What follows belongs to an exercise in optimizing a design on an open flow for small area and a short achievable clock period; a production flow would make more cautious choices. At most, simulation tests tie the RTL to the original design; equivalence was not proved. No functional check of the RTL was part of runs 4 to 6. Power figures rest on the tool's default switching activity, not on a simulated workload.

File: design.v
package stack_pkg;
  localparam int DATA_W_DEF = 8;
  localparam int DEPTH_DEF  = 256;
endpackage
module stack_ram (
  input  logic       clk,
  input  logic [1:0] wb_en_i,
  input  logic [3:0] wb_row0_i,
  input  logic [3:0] wb_row1_i,
  input  logic [7:0] wb_data0_i,
  input  logic [7:0] wb_data1_i,
  input  logic [3:0] rd_row0_i,
  input  logic [3:0] rd_row1_i,
  output logic [7:0] rd_data0_o,
  output logic [7:0] rd_data1_o
);
  logic [31:0][7:0][7:0] ring_q;
  logic [15:0][7:0]      tail0, tail1;
  always_ff @(posedge clk) begin
    for (int g = 0; g < 32; g++) begin
      ring_q[g][0] <= ring_q[g][7];
      if (g % 2 == 0) begin
        if (wb_en_i[0] && wb_row0_i == 4'(g / 2)) ring_q[g][1] <= wb_data0_i;
        else                                      ring_q[g][1] <= ring_q[g][0];
      end else begin
        if (wb_en_i[1] && wb_row1_i == 4'(g / 2)) ring_q[g][1] <= wb_data1_i;
        else                                      ring_q[g][1] <= ring_q[g][0];
      end
      for (int j = 2; j < 8; j++) ring_q[g][j] <= ring_q[g][j-1];
    end
  end
  always_comb begin
    for (int h = 0; h < 16; h++) begin
      tail0[h] = ring_q[2*h][7];
      tail1[h] = ring_q[2*h+1][7];
    end
  end
  assign rd_data0_o = tail0[rd_row0_i];
  assign rd_data1_o = tail1[rd_row1_i];
endmodule
module param_stack #(
  parameter int DATA_W = stack_pkg::DATA_W_DEF,
  parameter int DEPTH  = stack_pkg::DEPTH_DEF,
  parameter int PTR_W  = 8
) (
  input  logic              clk,
  input  logic              rst,
  input  logic              push,
  input  logic              pop,
  input  logic              tos,
  input  logic              clr_err,
  input  logic [DATA_W-1:0] d_in,
  output logic [DATA_W-1:0] d_out,
  output logic              d_out_vld,
  output logic [PTR_W:0]    count,
  output logic              empty,
  output logic              full,
  output logic              overflow,
  output logic              underflow
);
  logic [8:0]       cnt_q;
  logic             empty_q, full_q;
  logic [7:0]       dout_q;
  logic             vld_q, ovf_q, unf_q;
  logic [15:0][7:0] cache_q;
  logic [15:0]      sv_q;       
  logic [15:0]      sd_q;       
  logic [2:0]       ph_q;       
  logic [1:0]       evt_q;      
  logic [1:0][3:0]  hi_q;       
  logic [1:0]       wb_en_q, ld_en_q;
  logic [1:0][3:0]  wb_row_q;
  logic [1:0][7:0]  wb_data_q, ld_data_q;
  logic [2:0]       ld_off_q;
  logic [7:0]       rd_data0, rd_data1;
  logic       inc, dec, repl, rd;
  logic [3:0] sa, sb;
  assign sa   = cnt_q[3:0];
  assign sb   = cnt_q[3:0] - 4'd1;
  assign inc  = push && !full_q && (!pop || empty_q);
  assign dec  = pop && !push && !empty_q;
  assign repl = push && pop && !empty_q;
  assign rd   = !empty_q && (pop || (tos && !push));
  logic [2:0] ph_n;
  assign ph_n = ph_q + 3'd1;
  logic [1:0][3:0] hi_d;
  logic [1:0]      evt_d;
  always_comb begin
    for (int p = 0; p < 2; p++) begin
      logic [3:0] s;
      s = {p[0], ph_n};
      hi_d[p]  = (s < cnt_q[3:0]) ? cnt_q[7:4] : cnt_q[7:4] - 4'd1;
      evt_d[p] = (inc && sa == s) || ((dec || repl) && sb == s);
    end
  end
  logic [1:0] wb_go, ld_go;
  always_comb begin
    for (int p = 0; p < 2; p++) begin
      wb_go[p] = sd_q[{p[0], ph_q}] && !evt_q[p];
      ld_go[p] = !sv_q[{p[0], ph_q}] && !evt_q[p];
    end
  end
  always_ff @(posedge clk) begin
    ld_data_q[0] <= rd_data0;
    ld_data_q[1] <= rd_data1;
    for (int p = 0; p < 2; p++) begin
      wb_data_q[p] <= cache_q[{p[0], ph_q}];
      wb_row_q[p]  <= hi_q[p];
    end
    hi_q     <= hi_d;
    evt_q    <= evt_d;
    ld_off_q <= ph_q;
  end
  always_ff @(posedge clk) begin
    if (rst) begin
      cnt_q   <= '0;
      empty_q <= 1'b1;
      full_q  <= 1'b0;
      dout_q  <= '0;
      vld_q   <= 1'b0;
      ovf_q   <= 1'b0;
      unf_q   <= 1'b0;
      sv_q    <= '1;
      sd_q    <= '0;
      ph_q    <= '0;
      wb_en_q <= '0;
      ld_en_q <= '0;
    end else begin
      ph_q    <= ph_n;
      wb_en_q <= wb_go;
      ld_en_q <= ld_go;
      if (inc) begin
        cnt_q   <= cnt_q + 9'd1;
        empty_q <= 1'b0;
        full_q  <= (cnt_q == 9'd255);
      end else if (dec) begin
        cnt_q   <= cnt_q - 9'd1;
        empty_q <= (cnt_q == 9'd1);
        full_q  <= 1'b0;
      end
      vld_q <= rd;
      if (rd) dout_q <= cache_q[sb];
      ovf_q <= (ovf_q && !clr_err) || (push && !pop && full_q);
      unf_q <= (unf_q && !clr_err) || (empty_q && (pop || (tos && !push)));
      for (int s = 0; s < 16; s++) begin
        if ((inc && sa == 4'(s)) || (repl && sb == 4'(s))) begin
          cache_q[s] <= d_in;
          sv_q[s]    <= 1'b1;
          sd_q[s]    <= 1'b1;
        end else if (dec && sb == 4'(s)) begin
          sv_q[s] <= (cnt_q <= 9'd16);
          sd_q[s] <= 1'b0;
        end else begin
          if (ld_en_q[s / 8] && ld_off_q == 3'(s % 8) && !sv_q[s]) begin
            cache_q[s] <= ld_data_q[s / 8];
            sv_q[s]    <= 1'b1;
          end
          if (ph_q == 3'(s % 8) && wb_go[s / 8]) sd_q[s] <= 1'b0;
        end
      end
    end
  end
  stack_ram u_ram (
    .clk        (clk),
    .wb_en_i    (wb_en_q),
    .wb_row0_i  (wb_row_q[0]),
    .wb_row1_i  (wb_row_q[1]),
    .wb_data0_i (wb_data_q[0]),
    .wb_data1_i (wb_data_q[1]),
    .rd_row0_i  (hi_q[0]),
    .rd_row1_i  (hi_q[1]),
    .rd_data0_o (rd_data0),
    .rd_data1_o (rd_data1)
  );
  assign count     = cnt_q;
  assign empty     = empty_q;
  assign full      = full_q;
  assign d_out     = dout_q;
  assign d_out_vld = vld_q;
  assign overflow  = ovf_q;
  assign underflow = unf_q;
endmodule
File: run.sh
#!/bin/bash
# synth_recipe.tcl (not shown) runs the flow's synth.tcl, then flattens the netlist and writes it again
# the make line also repeats each setting of config.mk as NAME=value (left out here)
make -C /OpenROAD-flow-scripts/flow DESIGN_CONFIG=/design/flow/config.mk WORK_HOME=/design/flow/orfs CLKGATE_MAP_FILE= SYNTH_SCRIPT=/design/flow/synth_recipe.tcl finish
File: config.mk
export PLATFORM = sky130hd
export DESIGN_NAME = param_stack
export DESIGN_NICKNAME = param_stack
export VERILOG_FILES = /design/flow/design.v
export SDC_FILE = /design/flow/constraint.sdc
export NUM_CORES = 4
export LEC_CHECK = 0
export CAP_MARGIN = 20
export CORE_MARGIN = 2
export CORE_UTILIZATION = 60
export SETUP_SLACK_MARGIN = 2.0
export SLEW_MARGIN = 20
File: constraint.sdc
create_clock -name core_clock -period 4.5 [get_ports {clk}]
set_input_delay 0.9000 -clock core_clock [delete_from_list [all_inputs] [get_ports {clk}]]
set_output_delay 0.9000 -clock core_clock [all_outputs]
set_load 0.01 [all_outputs]
==> results of run 1 <==
-- area by class of cell --
class | count | area share [%]
multi-input combinational | 1036 | 16.7
sequential | 2290 | 69.6
timing repair buffer | 106 | 1.58
inverter | 21 | 0.129
antenna | 2 | 0.00739
tap | 1276 | 2.36
clock buffer | 289 | 8.38
clock inverter | 62 | 1.24
-- per-layer routing --
layer	wire length, um	global-route usage (%)	share of wire (%)	vias up
met2	54200	37.6	48	688
met3	5190	3.97	4.6	198
li1	-	-	-	12249
met1	51800	31.9	45	13201
met4	2640	7.29	2.3	2
met5	11	0	0.0097	-
-- what timing repair did --
item | 4_1_cts | 5_1_grt
gates cloned | 2 | 1
pin swaps | 14 | 6
endpoints found under the setup margin | 323 | 119
buffers inserted | 42 | 6
gates resized for setup | 98 | 22
-- power by group through the flow --
| stage | clock, mW | combinational, mW | sequential (mW) |
|---|---|---|---|
| 4_1_cts | 17.0 | 2.03 | 22.2 |
| 3_5_place_dp | 0 | 1.83 | 22.6 |
| 6_report | 16.7 | 2.07 | 22.2 |
| 5_1_grt | 17.8 | 2.18 | 22.2 |
| 2_1_floorplan | 0 | 1.41 | 22.1 |
| 3_3_place_gp | 0 | 1.81 | 22.6 |
-- final timing paths --
check                               end                       start  cells after the start  slack (ns)
max              dout_q[6]$_SDFFE_PP0P_       cnt_q[1]$_SDFFE_PP0P_                      8        2.01
min          u_ram.ring_q[1530]$_DFF_P_  u_ram.ring_q[1522]$_DFF_P_                      0        0.31
max reg2reg      dout_q[6]$_SDFFE_PP0P_       cnt_q[1]$_SDFFE_PP0P_                      8        2.01
min reg2reg  u_ram.ring_q[1530]$_DFF_P_  u_ram.ring_q[1522]$_DFF_P_                      0        0.31
-- Yosys cell counts, drive strengths merged (2+ instances only) --
cell / n
dfxtp: 2162
mux2: 387
mux4: 151
edfxtp: 128
nand2: 90
nor2: 83
clkbuf: 71
a21oi: 58
buf: 54
inv: 20
ha: 18
mux2i: 18
nand3: 17
nor3: 17
a31oi: 16
nand2b: 16
nor3b: 14
o21ai: 14
or3: 14
xnor2: 13
nor2b: 10
and2: 9
o21a: 9
a22oi: 7
a32o: 7
o211ai: 7
a2111oi: 6
a211oi: 6
nand3b: 6
a22o: 5
nor4: 4
or2: 4
xor2: 4
a211o: 3
a41oi: 3
nand4: 2
o22ai: 2
or4b: 2
-- cells by family after synthesis --
| family | Yosys count |
|---|---|
| compound gates | 150 |
| buf+inv | 146 |
| fa+ha+maj | 18 |
| simple gates | 292 |
| xor+xnor | 17 |
| mux | 556 |
| flops | 2290 |
-- worst max-delay path, stage by stage (launching register included) --
cell and delay, ns:
dfxtp_4 0.38, clkinvlp_4 0.15, ha_4 0.37, buf_6 0.19
mux4_2 0.36, mux2i_1 0.39, nor2_1 0.21, a21oi_1 0.18
a211oi_1 0.09
-- registers in the layout, indices dropped and copies added (netlist names), 8 cells and up --
signal	flops
sd_q	16
sv_q	16
dout_q	8
wb_data_q	16
ld_data_q	16
cache_q	128
hi_q	8
u_ram.ring_q	2048
cnt_q	9
wb_row_q	8
-- per-stage QoR --
stage / hold slack [ns] / instances
after floorplan: 0.310 / 3469
after global placement: 0.310 / 4678
after detailed placement: 0.312 / 4678
after CTS: 0.310 / 5073
after global routing: 0.313 / 5080
final: 0.313 / 5082
==> key figures, run 1 <==
STA
  • Final period utilization: 55.3%
  • Setup TNS: 0 ns
  • Max Clk Rate: 402 MHz
  • Min Tclk post-route: between 2 and 2.5 ns
  • Rel. slew slack: 18.7%
  • Worst Max-Slew Pin Slew: approximately 1.2 ns
  • RSZ-0062 raised after global routing: true
  • Final setup violation count: 0
  • Worst Skew: 0.0204 ns
  • Final setup margin: slightly above 2 ns
  • Max-slew violation count: 0
  • Final hold vios: 0

Synthesis
  • Post-synthesis simple-gate area fraction: 2.44%
  • Post-synth cell types: slightly below 70
  • Synth async-reset ratio: 0%
  • Mapped Nets: about 3.5k
  • Synth area leaders: dfxtp_1 (74%), edfxtp_1 (6.5%), mux2_2 (6.5%)
  • Mapped cell area: 58700 um2
  • Cells after Synth: 3469
  • Post-Synth XOR/XNOR Area: 0.286%
  • Top-area cell type share of the netlist area: 73.7%
  • Adder-cell share of the synthesized area: 0.384%
  • Syn Area/Cell: 16.9 um2
  • Post-synthesis sequential area ratio: 80.3%
  • Area leader, netlist: dfxtp_1
  • Post-synth EDFFs: 128
  • Synth Register Bits: ~2.3k
  • Main flop type after synthesis: dfxtp_1
  • Warnings from Yosys: 2
  • Largest family of logic cells by synthesized area: multiplexers
  • Multiplexer area fraction after synthesis: 13.6%
  • Post-synthesis compound-gate area fraction: 1.83%

Final layout
  • Commonest non-fill, non-tap cell in the layout: dfxtp_1
  • Share of cells above drive strength 1: 25.3%
  • Post-layout util: 69.9%
  • Footprint of the multi-input gates: 11300 um2
  • FILL cells: approximately 6.3k
  • Area Overhead vs Synth: 15.4%
  • Fin nets: approximately 3.7k
  • Post-route design area: 67700 um2
  • Register area: 47200 um2
  • Commonest non-fill, non-tap cells in the layout: dfxtp_1 (2144), mux2_2 (336), clkbuf_16 (201), mux4_2 (149), edfxtp_1 (128)

Clocking
  • Clock insertion delay at the later pin of the skew report: a little under 0.8 ns
  • Clock root cell: clkbuf_16
  • Htree depth: 4
  • Clk sinks: around 2.3k
  • CTS tree: yes
  • Clk buf depth: 3
  • CTS buffer count: 196
  • Clock-pin slew on the worst setup and hold paths: 0.06 ns
  • # hold bufs at CTS: 0

Detailed routing
  • Detailed Routing Iterations Pass 1: 5
  • Vias/cell: 5.18
  • Routed wire length: approximately 110 mm
  • Iter 0 DRT Violations: 1714
  • Routed vias: roughly 26k
  • DRC errors left: 0
  • WL/cell: 22.4 um
  • Post-DRT Antenna Nets: 0

Place
  • HPWL Detailed: 69.3 mm
  • Placement Cell Area: 60300 um2
  • Port Buf Inserts: 35
  • Gpl congestion: 0.890
  • Pre-CTS setup slack: 0.557 ns

Power and ir drop
  • Reported net switching power: ~8.9 mW
  • Comb power frac: 5.0%
  • PD cells: 604 nW/um2
  • Proportion of power drawn by the clock network: 40.8%
  • P_leak: 27.0 nW
  • Pint: 32.0 mW
  • Total power: 40.9 mW
  • Worst vdd ir: 0.404 mV
  • Net Sw Frac: 21.7%
  • Reg power frac: 54.1%

Die
  • Die Y: 317 um
  • Die Width: ~320 um
  • Core ar.: 96900 um2
  • Die area: about 100000 um2
  • # rows: 114
  • Top Ports: 36
  • Initial Util: roughly three fifths

Critical path
  • Crit path DAT: 3.10 ns
  • CP startpoint kind: register
  • Crit path kind: register to register
  • Worst setup EP type: register
  • Critical path peak fanout: 10
  • WP data required: 5.12 ns

Global route
  • Total GRT Usage: 23.1%
  • Vias in the first global route: 27.5k
  • Global route overflow: 0
  • Largest net degree at the start of global routing: 37
  • First-pass GRT wire length: 172 mm
  • Initial antenna violation count: 1

Min path
  • Hold Crit Class: register to register

Run
  • Max cap viols: 0

Run status
  • Status: complete, no violations
==> run 2: changes to the inputs <==
--- a/config.mk
+++ b/config.mk
@@ -8,5 +8,5 @@
 export CAP_MARGIN = 20
 export CORE_MARGIN = 2
 export CORE_UTILIZATION = 60
-export SETUP_SLACK_MARGIN = 2.0
+export SETUP_SLACK_MARGIN = 2.5
 export SLEW_MARGIN = 20
==> key figures, run 2 <==
Critical path
  • Worst flop-to-flop path endpoint: cache_q[26]$_DFFE_PP_
  • Crit path launch: cnt_q[1]$_SDFFE_PP0P_
  • Worst R2R Setup Slack: 2.00 ns (about the same)
  • WP data required: 4.93 ns (-0.19 ns)
  • Crit path kind: register to register
  • CP Capture Point: cache_q[26]$_DFFE_PP_
  • Critical path peak fanout: 8 (-2)
  • CP startpoint kind: register
  • Reg-to-reg critical path startpoint: cnt_q[1]$_SDFFE_PP0P_
  • Worst setup EP type: register
  • R2R depth: 8 (unchanged)
  • Crit path DAT: 2.93 ns (-0.17 ns)

Final layout
  • Top reg by flops: u_ram.ring_q
  • Max FFs per register: 2048 (unchanged)
  • Largest regs: u_ram.ring_q (2048), cache_q (128)
  • Area Overhead vs Synth: 21.3%
  • Commonest non-fill, non-tap cells in the layout: dfxtp_1 (2134), mux2_2 (259), clkbuf_16 (200), mux4_2 (149), edfxtp_1 (128)
  • Share of cells above drive strength 1: 33.0% (+7.7 points)
  • Fin nets: 3830 (+4.0%)
  • FILL cells: 5928 (-6.2%)
  • Commonest non-fill, non-tap cell in the layout: dfxtp_1

Synthesis
  • Post-synth EDFFs: 128 (unchanged)
  • Post-synth top cells: dfxtp_1 (2162), mux2_2 (337), mux4_2 (148)
  • Synth Register Bits: 2290 (unchanged)
  • Post-synthesis sequential area ratio: 80.3% (unchanged)
  • Synth area leaders: dfxtp_1 (74%), edfxtp_1 (6.5%), mux2_2 (6.5%)
  • Warnings from Yosys: 2 (unchanged)
  • Post-synthesis simple-gate area fraction: 2.44% (unchanged)
  • Most numerous cell in the Yosys netlist: dfxtp_1
  • Multiplexer area fraction after synthesis: 13.6% (unchanged)
  • Largest family of logic cells by synthesized area: multiplexers
  • Syn Area/Cell: 16.9 um2 (unchanged)
  • Post-synthesis compound-gate area fraction: 1.83% (unchanged)
  • Synth async-reset ratio: 0% (unchanged)
  • Post-Synth XOR/XNOR Area: 0.286% (unchanged)
  • Area leader, netlist: dfxtp_1
  • Main flop type after synthesis: dfxtp_1
  • Post-synth cell types: 68 (unchanged)
  • Adder-cell share of the synthesized area: 0.384% (unchanged)
  • Top-area cell type share of the netlist area: 73.7% (unchanged)
  • Cells after Synth: 3469 (unchanged)
  • Mapped cell area: 58700 um2 (unchanged)
  • Mapped Nets: 3501 (unchanged)

Global route
  • Global route overflow: 0 (unchanged)
  • Initial antenna violation count: 4 (+3)
  • Largest net degree at the start of global routing: 27 (-27%)
  • First-pass GRT wire length: 177 mm (+2.4%)
  • Vias in the first global route: 28.5k (+3.7%)
  • Total GRT Usage: 23.7% (+0.59 points)

Place
  • Pre-CTS setup slack: 0.770 ns (+0.213 ns)
  • Port Buf Inserts: 35 (unchanged)
  • HPWL Detailed: 69.5 mm (+0.32%)
  • Gpl congestion: 0.893 (+0.33%)

Clocking
  • # hold bufs at CTS: 0 (unchanged)
  • Clk sinks: 2290 (unchanged)
  • CTS tree: yes
  • Clock insertion delay at the later pin of the skew report: 0.78 ns (about the same)
  • CTS buffer count: 198 (+1.0%)
  • Htree depth: 4 (unchanged)
  • Clk buf depth: 3 (unchanged)
  • Clock-pin slew on the worst setup and hold paths: 0.06 ns (about the same)
  • Clock root cell: clkbuf_16

Die
  • Die Width: 317 um (unchanged)
  • Core ar.: 96900 um2 (unchanged)
  • Initial Util: 60.6% (unchanged)
  • Top Ports: 36 (unchanged)
  • # rows: 114 (unchanged)
  • Die area: 100000 um2 (unchanged)
  • Die Y: 317 um (unchanged)

Detailed routing
  • Post-DRT Antenna Nets: 0 (unchanged)
  • Routed vias: 27.2k (+3.1%)
  • Vias/cell: 5.18 (-0.12%)
  • Detailed Routing Iterations Pass 1: 5 (unchanged)
  • Routed wire length: 118 mm (+3.5%)
  • DRC errors left: 0 (unchanged)
  • WL/cell: 22.5 um (+0.29%)
  • Iter 0 DRT Violations: 1925 (+12%)

STA
  • Min Tclk post-route: 2.50 ns (+0.0142 ns)
  • Setup TNS: 0 ns (unchanged)
  • Worst Skew: 0.0362 ns (+0.0158 ns)
  • Final setup violation count: 0 (unchanged)
  • Final hold vios: 0 (unchanged)
  • Max Clk Rate: 400 MHz (-0.57%)
  • Worst Max-Slew Pin Slew: 1.24 ns (+0.0236 ns)
  • Max-slew violation count: 0 (unchanged)
  • Final setup margin: 2.00 ns (-0.0142 ns)
  • Final period utilization: 55.6% (+0.32 points)
  • Rel. slew slack: 17.1% (-1.6 points)
  • RSZ-0062 raised after global routing: true

Min path
  • Hold Crit Class: register to register
  • Hold depth: 0 (unchanged)

Run status
  • Status: complete, no violations

Power and ir drop
  • PD cells: 598 nW/um2 (-0.90%)
  • P_leak: 28.4 nW (+5.4%)
  • Worst vdd ir: 0.467 mV (+15%)

Run
  • Max cap viols: 0 (unchanged)
run 2: cell counts after synthesis:
No cell type changed its count.
run 2: final cells by class:
| type | count | area, um2 | share of cell area (%) |
|---|---|---|---|
| Sequential cell | 2290 | 47200 | 66.3 |
| Multi-Input combinational cell | 1039 | 12700 | 17.8 |
| Clock buffer | 284 | 5730 | 8.05 |
| Timing Repair Buffer | 248 | 2670 | 3.75 |
| Tap cell | 1276 | 1600 | 2.24 |
| Clock inverter | 88 | 1220 | 1.71 |
| Inverter | 21 | 96.3 | 0.135 |
| Antenna cell | 1 | 2.50 | 0.00352 |
run 2: report_power, final:
group	switching, mW	internal (mW)	leakage (nW)
logic	1.45	1.56	6.34
registers	0.660	21.5	18.6
clock network	7.26	10.2	3.41
run 2: how the worst min path moves through the flow:
stage                                     from                          to  slack, ns
finish              u_ram.ring_q[2003]$_DFF_P_  u_ram.ring_q[2011]$_DFF_P_       0.31
global route         u_ram.ring_q[236]$_DFF_P_   u_ram.ring_q[244]$_DFF_P_       0.32
CTS                 u_ram.ring_q[2003]$_DFF_P_  u_ram.ring_q[2011]$_DFF_P_       0.31
detailed placement  u_ram.ring_q[1140]$_DFF_P_  u_ram.ring_q[1148]$_DFF_P_       0.31
global placement     u_ram.ring_q[806]$_DFF_P_   u_ram.ring_q[814]$_DFF_P_       0.31
floorplan            u_ram.ring_q[992]$_DFF_P_  u_ram.ring_q[1000]$_DFF_P_       0.31
run 2: cells by family (layout without fill, tap and decap cells):
kind of cell | count (synthesis) | after routing
and+or+nand+nor | 292 | 292
DFF | 2290 | 2290
other | 0 | 1
adders and majority gates | 18 | 18
AOI/OAI and AO/OA | 150 | 156
buffers and inverters | 146 | 641
xor gates and xnor gates | 17 | 17
muxes | 556 | 556
run 2: layer usage:
layer | up-vias | track usage [%] | share of wire, %
met1 | 13566 | 32.7 | 45
met4 | 4 | 9.23 | 3.1
li1 | 12570 | - | -
met5 | - | 0 | 0.021
met2 | 779 | 37.3 | 46
met3 | 241 | 4.71 | 5.3
run 2: timing repair:
action                     in CTS  in global routing
setup buffers                 133                 38
hold endpoints to repair        0                  0
setup endpoints to repair     376                390
gates cloned                   11                  1
pin swaps                      47                 59
resized for setup             358                152
run 2: worst max-delay path, stage by stage (launching register included):
cell        delay [ns]
dfxtp_4           0.38
clkinvlp_4        0.14
ha_4              0.23
nand3b_1          0.16
o41ai_4           0.15
buf_4             0.17
and2_4            0.14
or4b_4            0.52
a21oi_4           0.28
run 2: per-stage QoR:
step	utilization, %	cell area (um2)	hold WS [ns]	total power, mW	std cells
after floorplan	-	59400	0.310	23.7	3469
after global placement	62.8	60800	0.309	24.5	4690
after CTS	72.5	70200	0.310	42.6	5207
after global routing	73.5	71200	0.317	44.0	5246
after detailed placement	62.8	60900	0.312	24.6	4691
final	73.5	71200	0.308	42.6	5247
==> run 3: changes to the inputs <==
--- a/config.mk
+++ b/config.mk
@@ -7,6 +7,5 @@
 export LEC_CHECK = 0
 export CAP_MARGIN = 20
 export CORE_MARGIN = 2
-export CORE_UTILIZATION = 60
-export SETUP_SLACK_MARGIN = 2.5
+export CORE_UTILIZATION = 45
 export SLEW_MARGIN = 20
==> key figures, run 3 <==
Final layout
  • Max FFs per register: 2048 (unchanged)
  • Commonest non-fill, non-tap cell in the layout: dfxtp_1
  • Fin nets: 3651 (-4.7%)
  • Share of cells above drive strength 1: 23.3% (-9.6 points)
  • Area Overhead vs Synth: 15.4%
  • Top reg by flops: u_ram.ring_q
  • Commonest non-fill, non-tap cells in the layout: dfxtp_1 (2155), mux2_2 (337), clkbuf_16 (203), mux4_2 (148), edfxtp_1 (128)
  • FILL cells: 10.5k (+77%)
  • Largest regs: u_ram.ring_q (2048), cache_q (128)

STA
  • Final period utilization: 86.6% (+31 points)
  • Max-slew violation count: 0 (unchanged)
  • WHS: 0.295 ns (-0.0126 ns)
  • RSZ-0062 raised after global routing: false
  • Setup TNS: 0 ns (unchanged)
  • Max Clk Rate: 257 MHz (-36%)
  • Worst Skew: 0.0397 ns (+0.00352 ns)
  • Rel. slew slack: 19.0% (+1.9 points)
  • Final setup violation count: 0 (unchanged)
  • Min Tclk post-route: 3.90 ns (+1.39 ns)
  • Final hold vios: 0 (unchanged)
  • Worst Max-Slew Pin Slew: 1.21 ns (-0.0286 ns)

Min path
  • Hold Crit Class: register to register

Detailed routing
  • DRC errors left: 0 (unchanged)
  • Iter 0 DRT Violations: 1750 (-9.1%)
  • Routed wire length: 106 mm (-10%)
  • Post-DRT Antenna Nets: 0 (unchanged)
  • Detailed Routing Iterations Pass 1: 5 (unchanged)
  • WL/cell: 19.1 um (-15%)
  • Vias/cell: 4.64 (-10%)
  • Routed vias: 25.7k (-5.5%)

Global route
  • GR Layer Usage met3: 3.44% (-1.3 points)
  • GR Util met1: 22.5% (-10 points)
  • Global route overflow: 0 (unchanged)
  • First-pass GRT wire length: 159 mm (-9.8%)
  • Initial antenna violation count: 4 (unchanged)
  • Vias in the first global route: 25.7k (-9.9%)
  • Total GRT Usage: 16.0% (-7.7 points)
  • M2 GR Usage: 24.5% (-13 points)
  • Top Usage Layer GRT: met2
  • Largest net degree at the start of global routing: 43 (+59%)

Synthesis
  • Synth async-reset ratio: 0% (unchanged)
  • Syn Area/Cell: 16.9 um2 (unchanged)
  • Post-synthesis sequential area ratio: 80.3% (unchanged)
  • Adder-cell share of the synthesized area: 0.384% (unchanged)
  • Post-synth EDFFs: 128 (unchanged)
  • Top-area cell type share of the netlist area: 73.7% (unchanged)
  • Cells after Synth: 3469 (unchanged)
  • Mapped Nets: 3501 (unchanged)
  • Post-Synth XOR/XNOR Area: 0.286% (unchanged)
  • Post-synthesis simple-gate area fraction: 2.44% (unchanged)
  • Multiplexer area fraction after synthesis: 13.6% (unchanged)
  • Main flop type after synthesis: dfxtp_1
  • Mapped cell area: 58700 um2 (unchanged)
  • Synth Register Bits: 2290 (unchanged)
  • Most numerous cell in the Yosys netlist: dfxtp_1
  • Warnings from Yosys: 2 (unchanged)
  • Synth area leaders: dfxtp_1 (74%), edfxtp_1 (6.5%), mux2_2 (6.5%)
  • Largest family of logic cells by synthesized area: multiplexers
  • Area leader, netlist: dfxtp_1
  • Post-synthesis compound-gate area fraction: 1.83% (unchanged)
  • Post-synth cell types: 68 (unchanged)
  • Post-synth top cells: dfxtp_1 (2162), mux2_2 (337), mux4_2 (148)

Clocking
  • Post CTS Setup Buffer Count: 0 (-100%)
  • CTS tree: yes
  • CTS buffer count: 200 (+1.0%)
  • Clock-pin slew on the worst setup and hold paths: 0.06 ns (about the same)
  • # hold bufs at CTS: 0 (unchanged)
  • Clock root cell: clkbuf_16
  • Clk buf depth: 3 (unchanged)
  • Clk sinks: 2290 (unchanged)
  • Cts repair resizes: 0 (-100%)
  • Clock insertion delay at the later pin of the skew report: 0.81 ns (+0.03 ns)
  • Htree depth: 4 (unchanged)

Critical path
  • Critical path peak fanout: 12 (+4)
  • Worst setup EP type: register
  • CP startpoint kind: register
  • Crit path kind: register to register
  • WP data required: 4.91 ns (-0.02 ns)
  • Crit path DAT: 4.30 ns (+1.37 ns)

Die
  • Core ar.: 129000 um2 (+34%)
  • Die Y: 365 um (+15%)
  • Initial Util: 45.3% (-15 points)
  • Die area: 133000 um2 (+33%)
  • Die Width: 365 um (+15%)
  • Top Ports: 36 (unchanged)
  • # rows: 132 (+16%)

Run
  • Max cap viols: 0 (unchanged)

Place
  • Port Buf Inserts: 35 (unchanged)
  • HPWL Detailed: 65.9 mm (-5.3%)
  • Gpl congestion: 0.887 (-0.67%)

Run status
  • Status: complete, no violations

Power and ir drop
  • PD cells: 606 nW/um2 (+1.3%)
  • Worst vdd ir: 0.382 mV (-18%)
  • P_leak: 26.7 nW (-5.9%)
-- run 3: logic make-up (layout without fill, tap and decap cells) --
family / Yosys count / count (layout)
buf+inv: 146 / 463
fa+ha+maj: 18 / 18
simple gates: 292 / 292
other cells: 0 / 2
compound gates: 150 / 150
xor+xnor: 17 / 17
mux: 556 / 556
flops: 2290 / 2290
-- run 3: layout make-up --
| cell class | count | area [um2] | share of cell area [%] |
|---|---|---|---|
| clock buffer | 290 | 5840 | 8.61 |
| clock inverter | 79 | 1000 | 1.48 |
| inverter | 21 | 78.8 | 0.116 |
| multi-input combinational | 1033 | 10900 | 16.1 |
| tap | 1742 | 2180 | 3.22 |
| timing repair buffer | 73 | 643 | 0.949 |
| antenna | 2 | 5.00 | 0.00738 |
| sequential | 2290 | 47100 | 69.5 |
-- run 3: worst max-delay path, cell delays in order (launching register included) --
cell and delay, ns:
dfxtp_1 0.44, inv_1 0.20, ha_1 0.62, nand2b_1 0.21, o32ai_2 0.75, a32o_1 0.62, a41oi_1 0.08, nor2_1 0.59
-- run 3: power by group --
part / total, mW / internal [mW] / switching, mW
clock: 17.1 / 9.83 / 7.29
sequential: 22.2 / 21.5 / 0.685
combinational: 1.81 / 0.852 / 0.963
-- run 3: stage by stage --
step	util (%)	setup slack, ns	power [mW]	cell area (um2)	std cells
6_report	52.3	0.604	41.1	67800	5530
5_1_grt	52.3	0.447	42.6	67800	5528
4_1_cts	52.3	0.683	41.5	67800	5527
3_5_place_dp	47.0	0.586	24.4	60900	5158
3_3_place_gp	47.0	0.560	24.4	60900	5157
2_1_floorplan	-	1.31	23.5	58700	3469
-- run 3: path summary, 6_finish.rpt --
kind                                 to  slack (ns)                        from  depth (start not counted)
max               cache_q[33]$_DFFE_PP_        0.60       cnt_q[1]$_SDFFE_PP0P_                          7
min reg2reg  u_ram.ring_q[1508]$_DFF_P_        0.30  u_ram.ring_q[1500]$_DFF_P_                          0
max reg2reg       cache_q[33]$_DFFE_PP_        0.60       cnt_q[1]$_SDFFE_PP0P_                          7
min          u_ram.ring_q[1508]$_DFF_P_        0.30  u_ram.ring_q[1500]$_DFF_P_                          0
-- run 3: metal layers --
layer | vias up | part of all wire [%]
met5 | - | 0.011
met4 | 2 | 2.4
met3 | 199 | 4.5
met2 | 593 | 45
met1 | 12706 | 48
li1 | 12164 | -
==> run 4: changes to the inputs <==
--- a/design.v
+++ b/design.v
@@ -74,9 +74,17 @@
   logic [2:0]       ld_off_q;
   logic [7:0]       rd_data0, rd_data1;
   logic       inc, dec, repl, rd;
-  logic [3:0] sa, sb;
-  assign sa   = cnt_q[3:0];
-  assign sb   = cnt_q[3:0] - 4'd1;
+  logic [3:0]       sa;
+  logic [15:0]      oh_a, oh_b;    
+  logic [15:0][7:0] cache_top;     
+  assign sa = cnt_q[3:0];
+  always_comb begin
+    for (int s = 0; s < 16; s++) begin
+      oh_a[s]      = (sa == 4'(s));
+      oh_b[s]      = (sa == 4'(s + 1));
+      cache_top[s] = cache_q[(s + 15) % 16];
+    end
+  end
   assign inc  = push && !full_q && (!pop || empty_q);
   assign dec  = pop && !push && !empty_q;
   assign repl = push && pop && !empty_q;
@@ -90,7 +98,7 @@
       logic [3:0] s;
       s = {p[0], ph_n};
       hi_d[p]  = (s < cnt_q[3:0]) ? cnt_q[7:4] : cnt_q[7:4] - 4'd1;
-      evt_d[p] = (inc && sa == s) || ((dec || repl) && sb == s);
+      evt_d[p] = (inc && oh_a[s]) || ((dec || repl) && oh_b[s]);
     end
   end
   logic [1:0] wb_go, ld_go;
@@ -139,15 +147,15 @@
         full_q  <= 1'b0;
       end
       vld_q <= rd;
-      if (rd) dout_q <= cache_q[sb];
+      if (rd) dout_q <= cache_top[sa];
       ovf_q <= (ovf_q && !clr_err) || (push && !pop && full_q);
       unf_q <= (unf_q && !clr_err) || (empty_q && (pop || (tos && !push)));
       for (int s = 0; s < 16; s++) begin
-        if ((inc && sa == 4'(s)) || (repl && sb == 4'(s))) begin
+        if ((inc && oh_a[s]) || (repl && oh_b[s])) begin
           cache_q[s] <= d_in;
           sv_q[s]    <= 1'b1;
           sd_q[s]    <= 1'b1;
-        end else if (dec && sb == 4'(s)) begin
+        end else if (dec && oh_b[s]) begin
           sv_q[s] <= (cnt_q <= 9'd16);
           sd_q[s] <= 1'b0;
         end else begin
--- a/config.mk
+++ b/config.mk
@@ -7,5 +7,7 @@
 export LEC_CHECK = 0
 export CAP_MARGIN = 20
 export CORE_MARGIN = 2
-export CORE_UTILIZATION = 45
+export CORE_UTILIZATION = 70
+export CTS_BUF_LIST = sky130_fd_sc_hd__clkbuf_8 sky130_fd_sc_hd__clkbuf_4
+export SETUP_SLACK_MARGIN = 2.3
 export SLEW_MARGIN = 20
==> key figures, run 4 <==
Run status
  • Status: complete, no violations

Final layout
  • Max FFs per register: 2048 (unchanged)
  • Fin cells: 5239 (-5.3%)
  • Post-layout util: 83.0% (+31 points)
  • FILL cells: 3736 (-64%)
  • Top reg by flops: u_ram.ring_q
  • Commonest non-fill, non-tap cell in the layout: dfxtp_1
  • Area Overhead vs Synth: 17.5%
  • Largest regs: u_ram.ring_q (2048), cache_q (128)
  • Share of cells above drive strength 1: 32.3% (+8.9 points)
  • Commonest non-fill, non-tap cells in the layout: dfxtp_1 (2135), clkbuf_8 (402), mux2_2 (292), edfxtp_1 (128), clkbuf_4 (106)
  • Post-route design area: 69500 um2 (+2.5%)
  • Fin nets: 3908 (+7.0%)

Global route
  • Largest net degree at the start of global routing: 61 (+42%)
  • Top Usage Layer GRT: met2
  • M2 GR Usage: 49.7% (+25 points)
  • GR Util met1: 40.1% (+18 points)
  • Global route overflow: 0 (unchanged)
  • First-pass GRT wire length: 193 mm (+21%)
  • GR Layer Usage met3: 6.15% (+2.7 points)
  • Vias in the first global route: 31.0k (+20%)
  • Initial antenna violation count: 4 (unchanged)
  • Total GRT Usage: 30.3% (+14 points)

Place
  • Gpl congestion: 0.947 (+6.7%)
  • Placement Cell Area: 60800 um2 (-0.18%)
  • Port Buf Inserts: 35 (unchanged)
  • HPWL Detailed: 71.4 mm (+8.4%)
  • Post-Place Cells: 4561 (-12%)

Critical path
  • Crit path kind: register to register
  • R2R depth: 10 (+3)
  • CP startpoint kind: register
  • CP delay by family, top: buffers and inverters
  • Crit path largest cell delay: 0.36 ns (-0.39 ns)
  • Crit path launch: cnt_q[1]$_SDFFE_PP0P_
  • Worst setup EP type: register
  • Worst flop-to-flop path endpoint: cache_q[93]$_DFFE_PP_
  • Crit path DAT: 3.00 ns (-1.30 ns)
  • Crit path cell chain: buf_4, buf_12, clkinvlp_4, ha_4, and4b_2, and2_4, o21ai_4, clkbuf_16, buf_6, a21oi_4
  • Slowest-stage cell, CP: dfxtp_4
  • Levels on crit path: 10 (+3)
  • Critical path peak fanout: 8 (-4)
  • Worst R2R Setup Slack: 2.07 ns (+1.46 ns)
  • CP Capture Point: cache_q[93]$_DFFE_PP_
  • Reg-to-reg critical path startpoint: cnt_q[1]$_SDFFE_PP0P_
  • Worst path bufs/invs: 5 (+4)
  • WP data required: 5.07 ns (+0.16 ns)

Detailed routing
  • Detailed Routing Iterations Pass 1: 6 (+1)
  • Post-DRT Antenna Nets: 0 (unchanged)
  • WL/cell: 24.9 um (+30%)
  • Routed vias: 28.7k (+12%)
  • Vias/cell: 5.48 (+18%)
  • Iter 0 DRT Violations: 2277 (+30%)
  • Routed wire length: 130 mm (+23%)
  • DRC errors left: 0 (unchanged)

STA
  • Final period utilization: 54.1% (-32 points)
  • RSZ-0062 raised after global routing: true
  • Setup TNS: 0 ns (unchanged)
  • Worst Max-Slew Pin Slew: 1.21 ns (-0.00277 ns)
  • Rel. slew slack: 19.2% (+0.19 points)
  • Final setup violation count: 0 (unchanged)
  • Max-slew violation count: 0 (unchanged)
  • Max Clk Rate: 411 MHz (+60%)
  • Worst Skew: 0.102 ns (+0.0620 ns)
  • Min Tclk post-route: 2.43 ns (-1.46 ns)
  • Final hold vios: 0 (unchanged)

Power and ir drop
  • Pint: 31.4 mW (-2.2%)
  • Total power: 40.4 mW (-1.6%)
  • Reg power frac: 54.3% (+0.4 points)
  • Comb power frac: 4.4% (about the same)
  • Net Sw Frac: 22.3% (+0.53 points)
  • P_leak: 28.3 nW (+6.1%)
  • Worst vdd ir: 0.471 mV (+23%)
  • Reported net switching power: 9.01 mW (+0.83%)
  • PD cells: 582 nW/um2 (-4.0%)
  • Proportion of power drawn by the clock network: 41.2% (-0.5 points)

Synthesis
  • Mapped Nets: 3522 (+0.60%)
  • Warnings from Yosys: 2 (unchanged)
  • Post-synth top cells: dfxtp_1 (2162), mux2_2 (348), edfxtp_1 (128)
  • Top-area cell type share of the netlist area: 73.2% (-0.50 points)
  • Most numerous cell in the Yosys netlist: dfxtp_1
  • Synth Register Bits: 2290 (unchanged)
  • Mapped cell area: 59100 um2 (+0.68%)
  • Cells after Synth: 3490 (+0.61%)
  • Syn Area/Cell: 16.9 um2 (about the same)
  • Synth async-reset ratio: 0% (unchanged)
  • Post-synthesis sequential area ratio: 79.7% (-0.54 points)
  • Main flop type after synthesis: dfxtp_1
  • Area leader, netlist: dfxtp_1
  • Post-synth cell types: 80 (+18%)
  • Synth area leaders: dfxtp_1 (73%), mux2_2 (6.6%), edfxtp_1 (6.5%)
  • Post-synth EDFFs: 128 (unchanged)

Run
  • Max cap viols: 0 (unchanged)

Die
  • Die Width: 295 um (-19%)
  • Die area: 86800 um2 (-35%)
  • # rows: 106 (-20%)
  • Core ar.: 83700 um2 (-35%)
  • Die Y: 295 um (-19%)
  • Initial Util: 70.6% (+25 points)
  • Top Ports: 36 (unchanged)

Clocking
  • Clock root cell: clkbuf_8
  • CTS buffer count: 329 (+65%)
  • Clock-pin slew on the worst setup and hold paths: 0.07 ns (about the same)
  • Htree depth: 5 (+1)
  • Clk sinks: 2290 (unchanged)
  • CTS tree: yes
  • Clock insertion delay at the later pin of the skew report: 1.00 ns (+0.19 ns)
  • Clk buf depth: 4 (+1)
  • # hold bufs at CTS: 0 (unchanged)

Min path
  • Hold Crit Class: register to register
run 4: changes by cell type after synthesis, moves of 11 or more:
cell,delta
mux2_1,-15
mux2_4,+23
o22ai_1,+16
mux4_1,+33
a21oi_1,-16
nand3_1,+26
mux4_2,-49
nand3_2,+12
mux2_2,+11
clkbuf_1,-12
mux2i_1,+20
nand2_1,-16
nor2_1,-27
run 4: stage by stage:
step                worst slack [ns]  hold slack [ns]
finish                          2.07            0.254
global route                    2.04            0.263
CTS                             2.04            0.247
global placement                1.11            0.310
floorplan                       2.25            0.310
detailed placement              1.08            0.312
run 4: routing by layer:
metal / up-vias / wire, um
li1: 12858 / -
met4: 6 / 4150
met3: 303 / 8060
met1: 14410 / 54900
met5: - / 34
met2: 1131 / 63100
run 4: area by class of cell:
type                    instances  area [um2]  area share (%)
flip-flops and latches       2290       47200            67.9
diodes                          2        5.00         0.00720
inverters                      21        86.3           0.124
clock inverters                50         425           0.612
repair buffers                171        1870            2.70
well taps                    1134        1420            2.04
multi-input cells            1063       12100            17.5
clock buffers                 508        6330            9.11
run 4: cell families after synthesis:
kind of cell / count (synthesis) / synth area share (%)
DFF: 2290 / 79.7
buffers and inverters: 148 / 1.39
xor gates and xnor gates: 9 / 0.133
adders and majority gates: 18 / 0.381
muxes: 580 / 14.0
and+or+nand+nor: 302 / 2.78
AOI/OAI and AO/OA: 143 / 1.62
run 4: how the worst min path moves through the flow:
| stage | end | slack [ns] | from | cells past startpoint |
|---|---|---|---|---|
| after detailed placement | u_ram.ring_q[1020]$_DFF_P_ | 0.31 | u_ram.ring_q[1012]$_DFF_P_ | 0 |
| after CTS | u_ram.ring_q[554]$_DFF_P_ | 0.25 | u_ram.ring_q[546]$_DFF_P_ | 0 |
| after global placement | u_ram.ring_q[248]$_DFF_P_ | 0.31 | u_ram.ring_q[240]$_DFF_P_ | 0 |
| final | u_ram.ring_q[554]$_DFF_P_ | 0.25 | u_ram.ring_q[546]$_DFF_P_ | 0 |
| after global routing | u_ram.ring_q[1055]$_DFF_P_ | 0.26 | u_ram.ring_q[1047]$_DFF_P_ | 0 |
| after floorplan | u_ram.ring_q[1000]$_DFF_P_ | 0.31 | u_ram.ring_q[992]$_DFF_P_ | 0 |
run 4: timing repair:
| action | in CTS | in global routing |
|---|---|---|
| setup endpoints to repair | 354 | 302 |
| gates cloned | 12 | 4 |
| resized for setup | 215 | 56 |
| buffers inserted | 58 | 44 |
| pin swaps | 15 | 30 |
run 4: power groups by stage:
stage | clock network (mW) | logic (mW) | registers [mW]
after detailed placement | 0 | 1.29 | 22.5
after global routing | 17.8 | 1.85 | 22.0
after floorplan | 0 | 1.19 | 21.9
final | 16.7 | 1.79 | 22.0
after CTS | 16.9 | 1.66 | 22.0
after global placement | 0 | 1.26 | 22.4
==> run 5: changes to the inputs <==
--- a/config.mk
+++ b/config.mk
@@ -8,6 +8,5 @@
 export CAP_MARGIN = 20
 export CORE_MARGIN = 2
 export CORE_UTILIZATION = 70
-export CTS_BUF_LIST = sky130_fd_sc_hd__clkbuf_8 sky130_fd_sc_hd__clkbuf_4
 export SETUP_SLACK_MARGIN = 2.3
 export SLEW_MARGIN = 20
==> key figures, run 5 <==
Run status
  • Status: complete, no violations

Synthesis
  • Main flop type after synthesis: dfxtp_1
  • Post-synth cell types: 80 (unchanged)
  • Mapped cell area: 59100 um2 (unchanged)
  • Post-synthesis sequential area ratio: 79.7% (unchanged)
  • Top-area cell type share of the netlist area: 73.2% (unchanged)
  • Synth area leaders: dfxtp_1 (73%), mux2_2 (6.6%), edfxtp_1 (6.5%)
  • Area leader, netlist: dfxtp_1
  • Most numerous cell in the Yosys netlist: dfxtp_1
  • Synth async-reset ratio: 0% (unchanged)
  • Mapped Nets: 3522 (unchanged)
  • Cells after Synth: 3490 (unchanged)
  • Warnings from Yosys: 2 (unchanged)
  • Syn Area/Cell: 16.9 um2 (unchanged)
  • Synth Register Bits: 2290 (unchanged)
  • Post-synth EDFFs: 128 (unchanged)
  • Post-synth top cells: dfxtp_1 (2162), mux2_2 (348), edfxtp_1 (128)

Global route
  • Total GRT Usage: 33.6% (+3.2 points)
  • Initial antenna violation count: 8 (+4)
  • Vias in the first global route: 31.1k (+0.47%)
  • Largest net degree at the start of global routing: 61 (unchanged)
  • First-pass GRT wire length: 210 mm (+8.9%)
  • Global route overflow: 0 (unchanged)

Min path
  • Hold Crit Class: register to register
  • Hold depth: 0 (unchanged)
  • Worst Hold Path EP: u_ram.ring_q[484]$_DFF_P_
  • Worst hold start: u_ram.ring_q[476]$_DFF_P_

Power and ir drop
  • P_leak: 27.8 nW (-1.7%)
  • PD cells: 597 nW/um2 (+2.5%)
  • Worst vdd ir: 0.690 mV (+47%)

Place
  • Port Buf Inserts: 35 (unchanged)
  • HPWL Detailed: 71.4 mm (unchanged)
  • Placement Cell Area: 60800 um2 (unchanged)
  • Gpl congestion: 0.947 (unchanged)

Detailed routing
  • Iter 0 DRT Violations: 2386 (+4.8%)
  • Top sig layer: met5
  • Post-DRT Antenna Nets: 0 (unchanged)
  • Met3 wire len: 8.37 mm (+3.9%)
  • Met2 wire len: 70.8 mm (+12%)
  • Vias/cell: 5.69 (+3.8%)
  • WL/cell: 28.4 um (+14%)
  • Routed wire length: 143 mm (+9.5%)
  • DRC errors left: 0 (unchanged)
  • Met1 wire length: 57.3 mm (+4.5%)
  • Routed vias: 28.5k (-0.63%)
  • Detailed Routing Iterations Pass 1: 6 (unchanged)

Final layout
  • Share of cells above drive strength 1: 27.0% (-5.3 points)
  • Largest regs: u_ram.ring_q (2048), cache_q (128)
  • Area Overhead vs Synth: 16.6%
  • Register area: 47200 um2 (about the same)
  • FILL cells: 3687 (-1.3%)
  • Commonest non-fill, non-tap cells in the layout: dfxtp_1 (2136), mux2_2 (291), clkbuf_16 (192), edfxtp_1 (128), mux2_4 (101)
  • Commonest non-fill, non-tap cell in the layout: dfxtp_1
  • Max FFs per register: 2048 (unchanged)
  • Fin nets: 3748 (-4.1%)
  • N_diodes: 0 (-2)
  • Post-route design area: 68900 um2 (-0.77%)
  • Footprint of the multi-input gates: 12000 um2 (-0.90%)
  • Top reg by flops: u_ram.ring_q

Clocking
  • Htree depth: 4 (-1)
  • Clk sinks: 2290 (unchanged)
  • CTS buffer count: 191 (-42%)
  • Clock insertion delay at the later pin of the skew report: 0.81 ns (-0.19 ns)
  • CTS tree: yes
  • # hold bufs at CTS: 0 (unchanged)
  • Clock root cell: clkbuf_16
  • Clk buf depth: 3 (-1)
  • Clock-pin slew on the worst setup and hold paths: 0.07 ns (about the same)

Critical path
  • Worst R2R Setup Slack: 2.16 ns (+0.10 ns)
  • Worst flop-to-flop path endpoint: u_ram.ring_q[328]$_DFF_P_
  • Crit path kind: register to register
  • Slowest-stage cell, CP: nand2b_1
  • Crit path launch: wb_en_q[1]$_SDFF_PP0_
  • Crit path DAT: 3.02 ns (+0.02 ns)
  • WP data required: 5.18 ns (+0.11 ns)
  • Crit path cell chain: nor3b_1, nand2b_1, mux2_2
  • Worst setup EP type: register
  • CP startpoint kind: register
  • Crit path largest cell delay: 0.69 ns (+0.33 ns)
  • Critical path peak fanout: 8 (unchanged)
  • Reg-to-reg critical path startpoint: wb_en_q[1]$_SDFF_PP0_
  • R2R depth: 3 (-7)

Die
  • Initial Util: 70.6% (unchanged)
  • Die area: 86800 um2 (unchanged)
  • Core ar.: 83700 um2 (unchanged)
  • Die Y: 295 um (unchanged)
  • Die Width: 295 um (unchanged)
  • Top Ports: 36 (unchanged)
  • # rows: 106 (unchanged)

STA
  • Final setup violation count: 0 (unchanged)
  • RSZ-0062 raised after global routing: true
  • Setup TNS: 0 ns (unchanged)
  • Worst Skew: 0.0537 ns (-0.0480 ns)
  • Final period utilization: 51.9% (-2.2 points)
  • Max-slew violation count: 0 (unchanged)
  • Min Tclk post-route: 2.34 ns (-0.0985 ns)
  • Rel. slew slack: 20.3% (+1.1 points)
  • Worst Max-Slew Pin Slew: 1.19 ns (-0.0174 ns)
  • Final hold vios: 0 (unchanged)
  • Max Clk Rate: 428 MHz (+4.2%)

Run
  • Max cap viols: 0 (unchanged)
-- run 5: cell count changes in the layout (fill, tap and decap cells not counted), moves of 5 or more --
cell        delta
clkbuf_8     -360
clkbuf_16    +190
clkbuf_4     -106
clkbuf_1      +44
buf_6         -28
buf_2         +14
bufinv_16     +11
clkinv_2       +8
buf_4          -7
clkinv_16      +6
clkinvlp_4     -5
-- run 5: where the power goes --
| part | switching, mW | total [mW] | internal [mW] |
|---|---|---|---|
| Sequential | 0.718 | 22.0 | 21.3 |
| Combinational | 0.866 | 1.73 | 0.867 |
| Clock | 7.79 | 17.4 | 9.60 |
| Total | 9.37 | 41.1 | 31.8 |
-- run 5: stage by stage --
step	cells	worst slack [ns]	utilization [%]	hold slack, ns	total power, mW
floorplan	3490	2.25	-	0.310	23.1
global placement	4561	1.11	72.6	0.310	23.7
detailed placement	4561	1.08	72.7	0.312	23.8
CTS	4999	2.12	82.0	0.308	41.1
global route	5013	2.17	82.4	0.324	42.1
finish	5013	2.16	82.4	0.314	41.1
-- run 5: routing by layer --
metal,vias up,track usage [%]
li1,12503,-
met1,14535,42.6
met2,1116,56.5
met3,359,6.58
met4,14,14.3
met5,-,0
-- run 5: critical path, delay by kind of cell, from the launching register on --
kind,cells,cell delay (ns)
flip-flops,1,0.41
multiplexers,1,0.52
AND/OR/NAND/NOR,2,1.29
-- run 5: worst max-delay path by stage --
| stage | endpoint | slack [ns] | cells past startpoint |
|---|---|---|---|
| finish | u_ram.ring_q[328]$_DFF_P_ | 2.16 | 3 |
| global route | u_ram.ring_q[328]$_DFF_P_ | 2.17 | 3 |
| CTS | count[1] | 2.12 | 2 |
| detailed placement | cache_q[56]$_DFFE_PP_ | 1.08 | 5 |
| global placement | cache_q[57]$_DFFE_PP_ | 1.11 | 5 |
| floorplan | cache_q[24]$_DFFE_PP_ | 2.25 | 9 |
-- run 5: area by class of cell --
type,count,share of cell area (%)
flip-flops and latches,2290,68.5
clock buffers,278,8.05
well taps,1134,2.06
inverters,21,0.129
clock inverters,78,1.55
repair buffers,151,2.30
multi-input cells,1061,17.4
-- run 5: timing repair --
| action | in CTS | in global routing |
|---|---|---|
| hold endpoints to repair | 0 | 0 |
| gates cloned | 10 | 3 |
| buffers inserted | 72 | 11 |
| pin swaps | 25 | 22 |
| gates resized for setup | 185 | 43 |
| setup endpoints to repair | 355 | 254 |
-- run 5: cell families (layout without fill, tap and decap cells) --
family	Yosys count	count (layout)	synth area share (%)
mux	580	580	14.0
buf+inv	148	528	1.39
compound gates	143	144	1.62
flops	2290	2290	79.7
simple gates	302	310	2.78
fa+ha+maj	18	18	0.381
xor+xnor	9	9	0.133
==> run 6: changes to the inputs <==
--- a/design.v
+++ b/design.v
@@ -4,11 +4,10 @@
 endpackage
 module stack_ram (
   input  logic       clk,
-  input  logic [1:0] wb_en_i,
-  input  logic [3:0] wb_row0_i,
-  input  logic [3:0] wb_row1_i,
-  input  logic [7:0] wb_data0_i,
-  input  logic [7:0] wb_data1_i,
+  input  logic [15:0] wb_we0_i,   
+  input  logic [15:0] wb_we1_i,   
+  input  logic [7:0]  wb_data0_i,
+  input  logic [7:0]  wb_data1_i,
   input  logic [3:0] rd_row0_i,
   input  logic [3:0] rd_row1_i,
   output logic [7:0] rd_data0_o,
@@ -20,10 +19,10 @@
     for (int g = 0; g < 32; g++) begin
       ring_q[g][0] <= ring_q[g][7];
       if (g % 2 == 0) begin
-        if (wb_en_i[0] && wb_row0_i == 4'(g / 2)) ring_q[g][1] <= wb_data0_i;
+        if (wb_we0_i[g / 2]) ring_q[g][1] <= wb_data0_i;
         else                                      ring_q[g][1] <= ring_q[g][0];
       end else begin
-        if (wb_en_i[1] && wb_row1_i == 4'(g / 2)) ring_q[g][1] <= wb_data1_i;
+        if (wb_we1_i[g / 2]) ring_q[g][1] <= wb_data1_i;
         else                                      ring_q[g][1] <= ring_q[g][0];
       end
       for (int j = 2; j < 8; j++) ring_q[g][j] <= ring_q[g][j-1];
@@ -68,8 +67,8 @@
   logic [2:0]       ph_q;       
   logic [1:0]       evt_q;      
   logic [1:0][3:0]  hi_q;       
-  logic [1:0]       wb_en_q, ld_en_q;
-  logic [1:0][3:0]  wb_row_q;
+  logic [1:0]       ld_en_q;
+  logic [1:0][15:0] wb_we_q;    
   logic [1:0][7:0]  wb_data_q, ld_data_q;
   logic [2:0]       ld_off_q;
   logic [7:0]       rd_data0, rd_data1;
@@ -113,7 +112,7 @@
     ld_data_q[1] <= rd_data1;
     for (int p = 0; p < 2; p++) begin
       wb_data_q[p] <= cache_q[{p[0], ph_q}];
-      wb_row_q[p]  <= hi_q[p];
+      for (int h = 0; h < 16; h++) wb_we_q[p][h] <= wb_go[p] && hi_q[p] == 4'(h);
     end
     hi_q     <= hi_d;
     evt_q    <= evt_d;
@@ -131,11 +130,9 @@
       sv_q    <= '1;
       sd_q    <= '0;
       ph_q    <= '0;
-      wb_en_q <= '0;
       ld_en_q <= '0;
     end else begin
       ph_q    <= ph_n;
-      wb_en_q <= wb_go;
       ld_en_q <= ld_go;
       if (inc) begin
         cnt_q   <= cnt_q + 9'd1;
@@ -170,9 +167,8 @@
   end
   stack_ram u_ram (
     .clk        (clk),
-    .wb_en_i    (wb_en_q),
-    .wb_row0_i  (wb_row_q[0]),
-    .wb_row1_i  (wb_row_q[1]),
+    .wb_we0_i   (wb_we_q[0]),
+    .wb_we1_i   (wb_we_q[1]),
     .wb_data0_i (wb_data_q[0]),
     .wb_data1_i (wb_data_q[1]),
     .rd_row0_i  (hi_q[0]),
==> key figures, run 6 <==
Final layout
  • Register area: 47600 um2 (+0.92%)
  • Max FFs per register: 2048 (unchanged)
  • Commonest non-fill, non-tap cells in the layout: dfxtp_1 (2163), mux2_2 (371), clkbuf_16 (193), mux4_2 (142), edfxtp_1 (128)
  • Largest regs: u_ram.ring_q (2048), cache_q (128), wb_we_q (32)
  • FILL cells: 3506 (-4.9%)
  • Fin cells: 5011 (-0.040%)
  • Commonest non-fill, non-tap cell in the layout: dfxtp_1
  • Top reg by flops: u_ram.ring_q
  • Footprint of the multi-input gates: 11700 um2 (-2.4%)
  • Share of cells above drive strength 1: 28.7% (+1.7 points)
  • Area Overhead vs Synth: 16.1%
  • Fin nets: 3747 (-0.027%)

Critical path
  • Crit path kind: register to register
  • R2R depth: 8 (+5)
  • Crit path cell chain: buf_6, clkinvlp_4, buf_12, ha_4, buf_6, mux2_4, nand3_4, mux2_2
  • Worst R2R Setup Slack: 2.22 ns (+0.06 ns)
  • CP startpoint kind: register
  • Worst path bufs/invs: 4 (+4)
  • Crit path largest cell delay: 0.41 ns (-0.28 ns)
  • Crit path top cell by count: buf_6
  • CP delay by family, top: multiplexers
  • Reg-to-reg critical path startpoint: cnt_q[1]$_SDFFE_PP0P_
  • Crit path DAT: 2.79 ns (-0.23 ns)
  • Critical path peak fanout: 8 (unchanged)
  • Worst setup EP type: register
  • Slowest-stage cell, CP: mux2_4
  • Worst flop-to-flop path endpoint: cache_q[35]$_DFFE_PP_
  • WP data required: 5.01 ns (-0.17 ns)

Place
  • HPWL Detailed: 76.2 mm (+6.7%)
  • Gpl congestion: 0.931 (-1.6%)
  • Post-Place Cells: 4568 (+0.15%)
  • Port Buf Inserts: 35 (unchanged)
  • Pre-CTS setup slack: 1.04 ns (-0.0352 ns)

Die
  • Die Width: 295 um (+0.12%)
  • Top Ports: 36 (unchanged)
  • # rows: 106 (unchanged)
  • Die Y: 295 um (+0.12%)
  • Initial Util: 70.8% (+0.18 points)
  • Core ar.: 83700 um2 (unchanged)
  • Die area: 87000 um2 (+0.25%)

Synthesis
  • Multiplexer area fraction after synthesis: 13.8% (-0.19 points)
  • Mapped Nets: 3563 (+1.2%)
  • Post-Synth XOR/XNOR Area: 0.133% (-0.00034 points)
  • Synth Register Bits: 2312 (+0.96%)
  • Mapped cell area: 59300 um2 (+0.25%)
  • Post-synthesis sequential area ratio: 80.3% (+0.54 points)
  • Synth area leaders: dfxtp_1 (74%), mux2_2 (7.8%), edfxtp_1 (6.5%)
  • Adder-cell share of the synthesized area: 0.380% (-0.00096 points)
  • Post-synth EDFFs: 128 (unchanged)
  • Area leader, netlist: dfxtp_1
  • Cells after Synth: 3531 (+1.2%)
  • Post-synthesis simple-gate area fraction: 2.62% (-0.16 points)
  • Warnings from Yosys: 2 (unchanged)
  • Main flop type after synthesis: dfxtp_1
  • Post-synth top cells: dfxtp_1 (2184), mux2_2 (409), mux4_2 (142)
  • Synth async-reset ratio: 0% (unchanged)
  • Post-synth cell types: 63 (-21%)
  • Syn Area/Cell: 16.8 um2 (-0.91%)
  • Top-area cell type share of the netlist area: 73.8% (+0.56 points)
  • Largest family of logic cells by synthesized area: multiplexers
  • Most numerous cell in the Yosys netlist: dfxtp_1
  • Post-synthesis compound-gate area fraction: 1.45% (-0.17 points)

Detailed routing
  • Post-DRT Antenna Nets: 0 (unchanged)
  • Detailed Routing Iterations Pass 1: 7 (+1)
  • Vias/cell: 5.79 (+1.7%)
  • DRC errors left: 0 (unchanged)
  • Iter 0 DRT Violations: 2817 (+18%)
  • WL/cell: 30.0 um (+5.5%)
  • Routed wire length: 150 mm (+5.5%)
  • Routed vias: 29.0k (+1.6%)

Clocking
  • CTS buffer count: 191 (unchanged)
  • # hold bufs at CTS: 0 (unchanged)
  • Clock root cell: clkbuf_16
  • CTS tree: yes
  • Clock insertion delay at the later pin of the skew report: 0.82 ns (about the same)
  • Clock-pin slew on the worst setup and hold paths: 0.07 ns (about the same)
  • Clk sinks: 2312 (+0.96%)
  • Htree depth: 4 (unchanged)
  • Clk buf depth: 3 (unchanged)

Global route
  • Largest net degree at the start of global routing: 40 (-34%)
  • Global route overflow: 0 (unchanged)
  • Initial antenna violation count: 5 (-3)
  • Vias in the first global route: 31.1k (-0.13%)
  • Total GRT Usage: 35.0% (+1.4 points)
  • First-pass GRT wire length: 218 mm (+3.6%)

STA
  • Setup TNS: 0 ns (unchanged)
  • Final setup margin: 2.22 ns (+0.0560 ns)
  • Final setup violation count: 0 (unchanged)
  • Worst Max-Slew Pin Slew: 1.22 ns (+0.0327 ns)
  • Final period utilization: 50.7% (-1.2 points)
  • RSZ-0062 raised after global routing: true
  • Worst Skew: 0.0596 ns (+0.00594 ns)
  • Min Tclk post-route: 2.28 ns (-0.0560 ns)
  • Final hold vios: 0 (unchanged)
  • Rel. slew slack: 18.2% (-2.1 points)
  • Max Clk Rate: 439 MHz (+2.5%)
  • Max-slew violation count: 0 (unchanged)

Run
  • Max cap viols: 0 (unchanged)

Min path
  • Hold Crit Class: register to register
  • Worst hold start: u_ram.ring_q[51]$_DFF_P_
  • Worst Hold Path EP: u_ram.ring_q[59]$_DFF_P_
  • Hold depth: 0 (unchanged)

Power and ir drop
  • P_leak: 27.2 nW (-2.4%)
  • Worst vdd ir: 0.647 mV (-6.3%)
  • PD cells: 665 nW/um2 (+11%)

Run status
  • Status: complete, no violations
run 6: cell type report:
cell class | instances | share of cell area, %
Inverter | 25 | 0.153
Clock inverter | 85 | 1.56
Timing Repair Buffer | 138 | 1.92
Sequential cell | 2312 | 69.2
Antenna cell | 1 | 0.00364
Tap cell | 1134 | 2.06
Multi-Input combinational cell | 1047 | 17.0
Clock buffer | 269 | 8.02
run 6: worst register-to-register path, cell delays in order (launching register included):
cell and delay [ns]:
dfxtp_4 0.37, buf_6 0.11, clkinvlp_4 0.11, buf_12 0.15, ha_4 0.16, buf_6 0.12, mux2_4 0.42, nand3_4 0.23
mux2_2 0.36
run 6: report_power, final:
part,internal [mW],total [mW],leakage [nW],switching (mW)
registers,23.6,25.3,19.0,1.72
logic,1.53,2.89,4.94,1.36
clock network,9.59,17.6,3.27,7.97
run 6: repair_timing:
item,4_1_cts,5_1_grt
resized for setup,190,65
pin swaps,12,12
setup buffers,47,32
gates cloned,4,5
setup endpoints to repair,395,211
run 6: worst max-delay path by stage:
stage	start	to	depth (start not counted)	slack, ns
2_1_floorplan	pop	cache_q[80]$_DFFE_PP_	5	2.08
3_3_place_gp	push	cache_q[80]$_DFFE_PP_	6	1.15
3_5_place_dp	pop	cache_q[47]$_DFFE_PP_	5	1.04
4_1_cts	cnt_q[0]$_SDFFE_PP0P_	count[0]	1	2.16
5_1_grt	cnt_q[1]$_SDFFE_PP0P_	count[1]	2	2.22
6_report	cnt_q[1]$_SDFFE_PP0P_	cache_q[35]$_DFFE_PP_	8	2.22
run 6: cells by family (layout without fill, tap and decap cells):
logic type,after synthesis,count (layout)
compound gates,134,134
fa+ha+maj,18,18
mux,581,581
simple gates,298,305
xor+xnor,9,9
other cells,0,1
buf+inv,179,517
flops,2312,2312
run 6: layer usage:
metal | part of all wire (%) | GRT usage [%] | up-vias
met4 | 3.6 | 13.2 | 4
met5 | 0.015 | 0 | -
met3 | 6.2 | 6.67 | 328
met1 | 41 | 46.6 | 14868
met2 | 49 | 57.6 | 1297
li1 | - | - | 12497
run 6: per-stage QoR:
| step | utilization, % | hold slack [ns] | total power [mW] | instance area, um2 |
|---|---|---|---|---|
| 2_1_floorplan | - | 0.310 | 26.4 | 59700 |
| 3_3_place_gp | 72.7 | 0.310 | 27.5 | 60800 |
| 3_5_place_dp | 72.7 | 0.312 | 27.8 | 60800 |
| 4_1_cts | 81.5 | 0.291 | 45.6 | 68200 |
| 5_1_grt | 82.2 | 0.307 | 46.7 | 68800 |
| 6_report | 82.2 | 0.298 | 45.7 | 68800 |

-- re-timing with driven ports --
How much do the figures lean on ideal ports? The routed layouts below were timed once more, with nothing changed but the port constraints. Step 1 sets driving cells, clkbuf_16 on the clock port and buf_2 on the other inputs (assumed; they add their load-dependent delay and slew). Step 2 moves the port delays by t, midway between the first and last clock arrival at a register: inputs arrive t later, outputs are due t later. That takes back most of the time a late clock gives input paths. Slacks: no drivers / after step 1 / after step 2; pairs: no drivers / after step 1.
run | t, ns | slack for setup (ns) | clock arrival spread, ns
run 1 | 0.829 | 2.013 / 1.993 / 1.275 | 0.024 / 0.023
run 2 | 0.833 | 1.999 / 1.999 / 1.322 | 0.042 / 0.042
run 3 | 0.855 | 0.604 / 0.604 / 0.566 | 0.048 / 0.049
run 4 | 1.010 | 2.065 / 2.032 / 1.468 | 0.114 / 0.113
run 5 | 0.852 | 2.164 / 2.161 / 1.584 | 0.056 / 0.056
run 6 | 0.856 | 2.220 / 2.171 / 1.468 | 0.066 / 0.066
After both steps every run listed still meets setup and hold. For run 6, which loses most, drivers alone change the setup slack by -0.049 ns; drivers and shift together by -0.752 ns.
